Context: an optimization exercise on an open-source flow, tuned for small area and a short achievable clock period. The choices shown serve that exercise and are no tape-out recipe.
No functional check of the RTL was part of this run.
Power is estimated from default activity; no workload was simulated.

**design/flow/config.mk**
```make
export PLATFORM = sky130hd
export DESIGN_NAME = rob_top
export DESIGN_NICKNAME = rob_top
export VERILOG_FILES = /design/flow/design.v
export SDC_FILE = /design/flow/constraint.sdc
export NUM_CORES = 4
export LEC_CHECK = 0
export CAP_MARGIN = 20
export CORE_MARGIN = 2
export CORE_UTILIZATION = 40
export SETUP_SLACK_MARGIN = 3.0
export SLEW_MARGIN = 20
```
**design/flow/constraint.sdc**
```tcl
create_clock -name core_clock -period 5.5 [get_ports {clock}]
set_input_delay 1.1000 -clock core_clock [delete_from_list [all_inputs] [get_ports {clock}]]
set_output_delay 1.1000 -clock core_clock [all_outputs]
set_load 0.01 [all_outputs]
```
**design/flow/design.v**
```verilog
`timescale 1ns/100ps
module rob_top
(
   input  logic       clock,
   input  logic       reset,
   input  logic       dispatch_valid_a,
   input  logic       dispatch_valid_b,
   input  logic [4:0] opcode_a,
   input  logic [4:0] opcode_b,
   input  logic [5:0] told_a,
   input  logic [5:0] told_b,
   output logic       dispatch_ready,
   output logic [4:0] rob_idx_a,
   output logic [4:0] rob_idx_b,
   input  logic       cdb_valid_a,
   input  logic       cdb_valid_b,
   input  logic       cdb_valid_c,
   input  logic       cdb_valid_d,
   input  logic [4:0] cdb_idx_a,
   input  logic [4:0] cdb_idx_b,
   input  logic [4:0] cdb_idx_c,
   input  logic [4:0] cdb_idx_d,
   output logic       retire_en_a,
   output logic       retire_en_b,
   output logic [5:0] retire_told_a,
   output logic [5:0] retire_told_b,
   output logic [1:0] retire_count,
   output logic       rob_full,
   output logic       rob_almost_full,
   output logic       rob_empty,
   output logic [4:0] rob_head,
   output logic [4:0] rob_tail,
   output logic [5:0] rob_count
);
   logic [4:0] head;
   logic [4:0] nh;          
   logic [4:0] nh1;         
   logic [4:0] tail;
   logic [4:0] tail_p1;     
   logic [5:0] count;
   logic       ready;
   logic       full;
   logic       almost_full;
   logic       empty;
   logic [1:0] rc;
   logic       en_a, en_b;
   logic [5:0] rt_a, rt_b;
   logic [15:0] cpl_e, cpl_o;
   logic [15:0] st_e,  st_o;
   logic [5:0]  told_e [16];
   logic [5:0]  told_o [16];
   logic       alloc_a, alloc_b;
   logic [1:0] accept;
   assign alloc_a = dispatch_valid_a & ready;
   assign alloc_b = dispatch_valid_b & ready;
   assign accept  = {alloc_a & alloc_b, alloc_a ^ alloc_b};
   logic       wen_e, wen_o;
   logic       wst_e, wst_o;
   logic [5:0] wtold_e, wtold_o;
   assign wen_e   = tail[0] ? alloc_b : alloc_a;
   assign wen_o   = tail[0] ? alloc_a : alloc_b;
   assign wst_e   = tail[0] ? (opcode_b == 5'd0) : (opcode_a == 5'd0);
   assign wst_o   = tail[0] ? (opcode_a == 5'd0) : (opcode_b == 5'd0);
   assign wtold_e = tail[0] ? told_b : told_a;
   assign wtold_o = tail[0] ? told_a : told_b;
   logic [3:0] lo [4];
   logic [7:0] hi [4];
   logic [3:0] cv;
   logic [4:0] ci [4];
   logic [31:0] set;
   assign cv = {cdb_valid_d, cdb_valid_c, cdb_valid_b, cdb_valid_a};
   assign ci[0] = cdb_idx_a;
   assign ci[1] = cdb_idx_b;
   assign ci[2] = cdb_idx_c;
   assign ci[3] = cdb_idx_d;
   always_comb
   begin
      for (int p = 0; p < 4; p++)
      begin
         for (int k = 0; k < 4; k++)
            lo[p][k] = cv[p] & (ci[p][1:0] == 2'(k));
         for (int m = 0; m < 8; m++)
            hi[p][m] = (ci[p][4:2] == 3'(m));
      end
      for (int i = 0; i < 32; i++)
         set[i] = (lo[0][i%4] & hi[0][i/4]) | (lo[1][i%4] & hi[1][i/4]) |
                  (lo[2][i%4] & hi[2][i/4]) | (lo[3][i%4] & hi[3][i/4]);
   end
   always_ff @(posedge clock)
   begin
      for (int j = 0; j < 16; j++)
      begin
         if (wen_e && tail_p1[4:1] == 4'(j))
         begin
            cpl_e[j]  <= 1'b0;
            st_e[j]   <= wst_e;
            told_e[j] <= wtold_e;
         end
         else if (set[2*j])
            cpl_e[j]  <= 1'b1;
         if (wen_o && tail[4:1] == 4'(j))
         begin
            cpl_o[j]  <= 1'b0;
            st_o[j]   <= wst_o;
            told_o[j] <= wtold_o;
         end
         else if (set[2*j+1])
            cpl_o[j]  <= 1'b1;
      end
   end
   logic [3:0] ridx_e, ridx_o;
   logic       rc_e, rc_o, rs_e, rs_o;
   logic [5:0] rt_e, rt_o;
   logic       cpl_h, cpl_n, st_h, st_n;
   logic       hit_h, hit_n;
   logic [5:0] left;        
   logic       ret1, ret2;
   assign ridx_o = nh[4:1];
   assign ridx_e = nh1[4:1];
   logic [15:0] sel_e, sel_o;
   always_comb
   begin
      rc_e = 1'b0; rc_o = 1'b0; rs_e = 1'b0; rs_o = 1'b0; rt_e = '0; rt_o = '0;
      for (int j = 0; j < 16; j++)
      begin
         sel_e[j] = (ridx_e == 4'(j));
         sel_o[j] = (ridx_o == 4'(j));
         rc_e = rc_e | (sel_e[j] & cpl_e[j]);
         rc_o = rc_o | (sel_o[j] & cpl_o[j]);
         rs_e = rs_e | (sel_e[j] & st_e[j]);
         rs_o = rs_o | (sel_o[j] & st_o[j]);
         rt_e = rt_e | ({6{sel_e[j]}} & told_e[j]);
         rt_o = rt_o | ({6{sel_o[j]}} & told_o[j]);
      end
   end
   assign cpl_h = nh[0] ? rc_o : rc_e;
   assign cpl_n = nh[0] ? rc_e : rc_o;
   assign st_h  = nh[0] ? rs_o : rs_e;
   assign st_n  = nh[0] ? rs_e : rs_o;
   assign hit_h = (cdb_valid_a & (cdb_idx_a == nh)) | (cdb_valid_b & (cdb_idx_b == nh)) |
                  (cdb_valid_c & (cdb_idx_c == nh)) | (cdb_valid_d & (cdb_idx_d == nh));
   assign hit_n = (cdb_valid_a & (cdb_idx_a == nh1)) | (cdb_valid_b & (cdb_idx_b == nh1)) |
                  (cdb_valid_c & (cdb_idx_c == nh1)) | (cdb_valid_d & (cdb_idx_d == nh1));
   assign left = count - 6'(rc);
   assign ret1 = (left != 6'd0) & (cpl_h | hit_h);
   assign ret2 = ret1 & (left[5:1] != 5'd0) & (cpl_n | hit_n);
   logic [5:0] left_p1, left_p2;
   logic [4:0] tail_p2, tail_p3;
   logic [5:0] ncount;
   logic [4:0] ntail, ntail_p1;
   logic       nready, nfull, nalmost, nempty;
   assign left_p1 = left + 6'd1;
   assign left_p2 = left + 6'd2;
   assign tail_p2 = tail_p1 + 5'd1;
   assign tail_p3 = tail_p1 + 5'd2;
   always_comb
   begin
      case (accept)
         2'd1:
         begin
            ncount   = left_p1;
            ntail    = tail_p1;
            ntail_p1 = tail_p2;
            nready   = (left <= 6'd29);
            nfull    = (left == 6'd31);
            nalmost  = (left >= 6'd29);
            nempty   = 1'b0;
         end
         2'd2:
         begin
            ncount   = left_p2;
            ntail    = tail_p2;
            ntail_p1 = tail_p3;
            nready   = (left <= 6'd28);
            nfull    = (left == 6'd30);
            nalmost  = (left >= 6'd28);
            nempty   = 1'b0;
         end
         default:
         begin
            ncount   = left;
            ntail    = tail;
            ntail_p1 = tail_p1;
            nready   = (left <= 6'd30);
            nfull    = (left == 6'd32);
            nalmost  = (left >= 6'd30);
            nempty   = (left == 6'd0);
         end
      endcase
   end
   always_ff @(posedge clock)
   begin
      if (reset)
      begin
         head        <= '0;
         nh          <= '0;
         nh1         <= 5'd1;
         tail        <= '0;
         tail_p1     <= 5'd1;
         count       <= '0;
         ready       <= 1'b1;
         full        <= 1'b0;
         almost_full <= 1'b0;
         empty       <= 1'b1;
         rc          <= '0;
         en_a        <= 1'b0;
         en_b        <= 1'b0;
      end
      else
      begin
         head        <= nh;
         nh          <= ret2 ? nh1 + 5'd1 : ret1 ? nh1 : nh;
         nh1         <= ret2 ? nh1 + 5'd2 : ret1 ? nh1 + 5'd1 : nh1;
         tail        <= ntail;
         tail_p1     <= ntail_p1;
         count       <= ncount;
         ready       <= nready;
         full        <= nfull;
         almost_full <= nalmost;
         empty       <= nempty;
         rc          <= {ret2, ret1 & ~ret2};
         en_a        <= ret1 & ~st_h;
         en_b        <= ret2 & ~st_n;
      end
   end
   always_ff @(posedge clock)
   begin
      rt_a <= nh[0] ? rt_o : rt_e;
      rt_b <= nh[0] ? rt_e : rt_o;
   end
   assign dispatch_ready  = ready;
   assign rob_idx_a       = tail;
   assign rob_idx_b       = tail_p1;
   assign retire_count    = rc;
   assign retire_en_a     = en_a;
   assign retire_en_b     = en_b;
   assign retire_told_a   = rt_a;
   assign retire_told_b   = rt_b;
   assign rob_full        = full;
   assign rob_almost_full = almost_full;
   assign rob_empty       = empty;
   assign rob_head        = head;
   assign rob_tail        = tail;
   assign rob_count       = count;
endmodule
```
**design/flow/run.sh**
```bash
#!/bin/bash
# synth_recipe.tcl (not shown) runs the flow's synth.tcl, then flattens the netlist and writes it again
# the make line also repeats each setting of config.mk as NAME=value (left out here)
make -C /OpenROAD-flow-scripts/flow DESIGN_CONFIG=/design/flow/config.mk WORK_HOME=/design/flow/orfs CLKGATE_MAP_FILE= SYNTH_SCRIPT=/design/flow/synth_recipe.tcl finish
```
==> results.txt <==
-- worst max-delay path: stages --
cell and delay [ns]:
dlygate4sd2_1 0.32, xor2_1 0.16, nor4_1 0.07, and3_2 0.24, nor4_4 0.59, a2111o_1 0.24
mux2i_1 0.07, mux2_1 0.30
-- layer usage --
layer | global-route usage | share of wire | vias up
met1 | 0.337 | 0.43 | 5498
li1 | - | - | 4972
met3 | 0.0396 | 0.084 | 86
met5 | 0 | 0 | -
met4 | 0.0681 | 0.027 | 0
met2 | 0.378 | 0.46 | 596
-- registers in the layout (all words and copies together), names as in the netlist, 2 cells and up --
name	flops
rt_a	6
nh1	5
told_e	96
nh	5
st_o	16
head	5
tail_p1	5
tail	5
cpl_o	16
told_o	96
cpl_e	16
count	6
st_e	16
rt_b	6
rc	2
-- timing repair --
item / in CTS / in global routing
cloned: 3 / 1
hold buffers: 0 / 0
resized for setup: 214 / 61
pin swaps: 34 / 35
buffers inserted: 45 / 36
setup endpoints to repair: 321 / 191
-- synthesized netlist by cell type, types with 14 or more instances --
cell,n,area share
nand3b_1,24,0.013
a22oi_1,40,0.021
mux2_2,35,0.028
nand2_1,62,0.016
nor3_1,48,0.017
edfxtp_1,224,0.47
dfxtp_1,83,0.12
nand3_1,30,0.010
clkbuf_1,60,0.016
xnor2_1,15,0.0092
mux2i_1,29,0.020
inv_1,23,0.0060
o22ai_1,70,0.031
a221oi_1,17,0.010
nor2_1,105,0.028
ha_1,21,0.018
a21oi_1,43,0.015
and2_1,17,0.0074
nor2b_1,14,0.0061
xor2_1,36,0.022
o21ai_0,31,0.011
buf_2,15,0.0052
-- worst paths after layout --
check	slack (ns)	start	end
setup / recovery	2.83	cdb_idx_c[1]	nh1[4]
hold / removal	0.48	cpl_o[11]	cpl_o[11]
setup reg to reg	2.86	rc[0]	nh[2]
hold reg to reg	0.48	cpl_o[11]	cpl_o[11]
-- metrics by stage --
stage,hold WS [ns],utilization,cell area (sq um)
after floorplan,0.440,-,14500
after global placement,0.459,0.442,15600
after detailed placement,0.465,0.442,15700
after CTS,0.481,0.497,17600
after global routing,0.515,0.512,18100
final,0.479,0.512,18100
-- power by group through the flow --
stage | sequential [mW] | combinational, mW | clock, mW
3_5_place_dp | 3.04 | 2.14 | 0
3_3_place_gp | 3.04 | 2.13 | 0
4_1_cts | 2.97 | 2.69 | 2.12
2_1_floorplan | 2.98 | 1.44 | 0
6_report | 2.98 | 3.03 | 2.09
5_1_grt | 3.01 | 3.23 | 2.21
-- area by class of cell --
class                      instances  area share
clock buffer                      42      0.0484
clock inverter                    15     0.00739
inverter                          25     0.00567
multi-input combinational        799       0.328
sequential                       307       0.467
tap                              461      0.0319
timing repair buffer             200       0.112
-- logic make-up (layout without fill, tap and decap cells) --
group / Yosys count / count (layout) / share of synthesized area
muxes: 69 / 69 / 0.0549
AOI/OAI and AO/OA: 288 / 289 / 0.139
adders and majority gates: 22 / 22 / 0.0197
DFF: 307 / 307 / 0.586
xor gates and xnor gates: 51 / 51 / 0.0312
buffers and inverters: 124 / 282 / 0.0372
and+or+nand+nor: 368 / 368 / 0.132
==> results.tsv <==
metric	value	unit
nFillCells	3069	
syn_area_per_cell	11.7	sq um
p_switching	2.73	mW
end_kind	flip-flop	
yosysUniqueCellTypes	74	
synthArstFlopShare	0	
grt_pass1_wl	68400	um
path_clk_slew	0.06	ns
drtIter0Drc	1194	
routed_via_density	6.03	
slew_viol_final	0	
clock_latency	0.55	ns
powerDensity	448	mW/mm^2
arrival	3.10	ns
overflow	0	
ys_seq_elements	307	
grt_pass1_vias	10872	
switching_share	0.337	
rr_worst_depth	11	
synthCells	1229	
critPathKind	primary input to flip-flop	
clock_path_buffers	3	
p_clk_frac	0.258	
die_area	0.0373	sq mm
slew_headroom	0.553	
hold_viol_final	0	
max_cap_viol_count	0	
dp.final_hpwl	28700	um
syn_area	0.0143	sq mm
irDropWorstVdd	251	uV
grt_usage	0.238	
dp.cells	1707	
internal-power	5.38	mW
finalWirelength	46400	um
status	no timing/DRC/antenna violations	
die_w	193	um
p_leak	6.31	nW
pre_cts_slack	1.70	ns
area_growth	26.4	%
pwr-share-comb	0.374	
rsz0062_at_grt	yes	
p_seq_frac	0.368	
ys_warn_count	6	
nets	1436	
finalSetupTns	0	ns
pin_count	96	
cp_max_fo	6	
p_total	8.11	mW
numCtsBuffers	31	
antenna_found_initial	0	
htreeDepth	1	
diodes	0	
initial_core_util	0.405	
synth_nets	1301	
layout-drive-gt1-share	0.244	
layout_commonest_cell	edfxtp_1	
num_vias	11152	
die_y	193	um
fin_worst_skew	0.00846	ns
final-setup-viol-count	0	
grt_max_degree	40	
fmax	375	MHz
layout_common_cells	edfxtp_1 (224), nor2_1 (88), o22ai_1 (70)	
period_minus_slack	2.67	ns
setup_ws	2.83	ns
cts_sinks	307	
seq_area	0.00845	sq mm
drc	0	
cts_tree	built	
cts_root_buffer	clkbuf_16	
portBuffers	95	
hold_depth	2	
worstPathRequired	5.94	ns
drtAntennaViolNets	0	
tightest_slew	0.669	ns
instances_no_fill	1849	
gp_congestion	0.983	
rows	69	
multi_input_area	0.00593	sq mm
finalCritPeriodShare	0.485	
ys_seq_area_frac	0.586	
core	0.0354	sq mm
hp-class	flip-flop to flip-flop	
synthFlopType	edfxtp_1	
drt_first_pass_iters	6	
wl_per_cell	25.1	um
synth-edff-count	224	
worst_setup_path_start_kind	primary input	

==> re-timing with driven ports <==
No port has a modelled driver above. Below, the same layout with a new extraction and two added sets of constraints. Step 1, drivers: a clkbuf_16 drives clock and a buf_2 each remaining input, both assumed. Step 2 moves the port delays by t, midway between the first and last clock arrival at a register: inputs arrive t later, outputs are due t later. That takes back most of the time a late clock gives input paths. Three values: ideal ports, drivers, drivers and shift; two values: the first two.
t (ns): 0.601
setup slack, ns: 2.833 / 2.854 / 2.253
hold WS [ns]: 0.479 / 0.479 / 0.479
worst data-port slew with drivers (ns): 0.06
After both steps this run still meets setup and hold. The setup slack of this run moves by +0.021 ns with the drivers and by -0.580 ns with both steps.
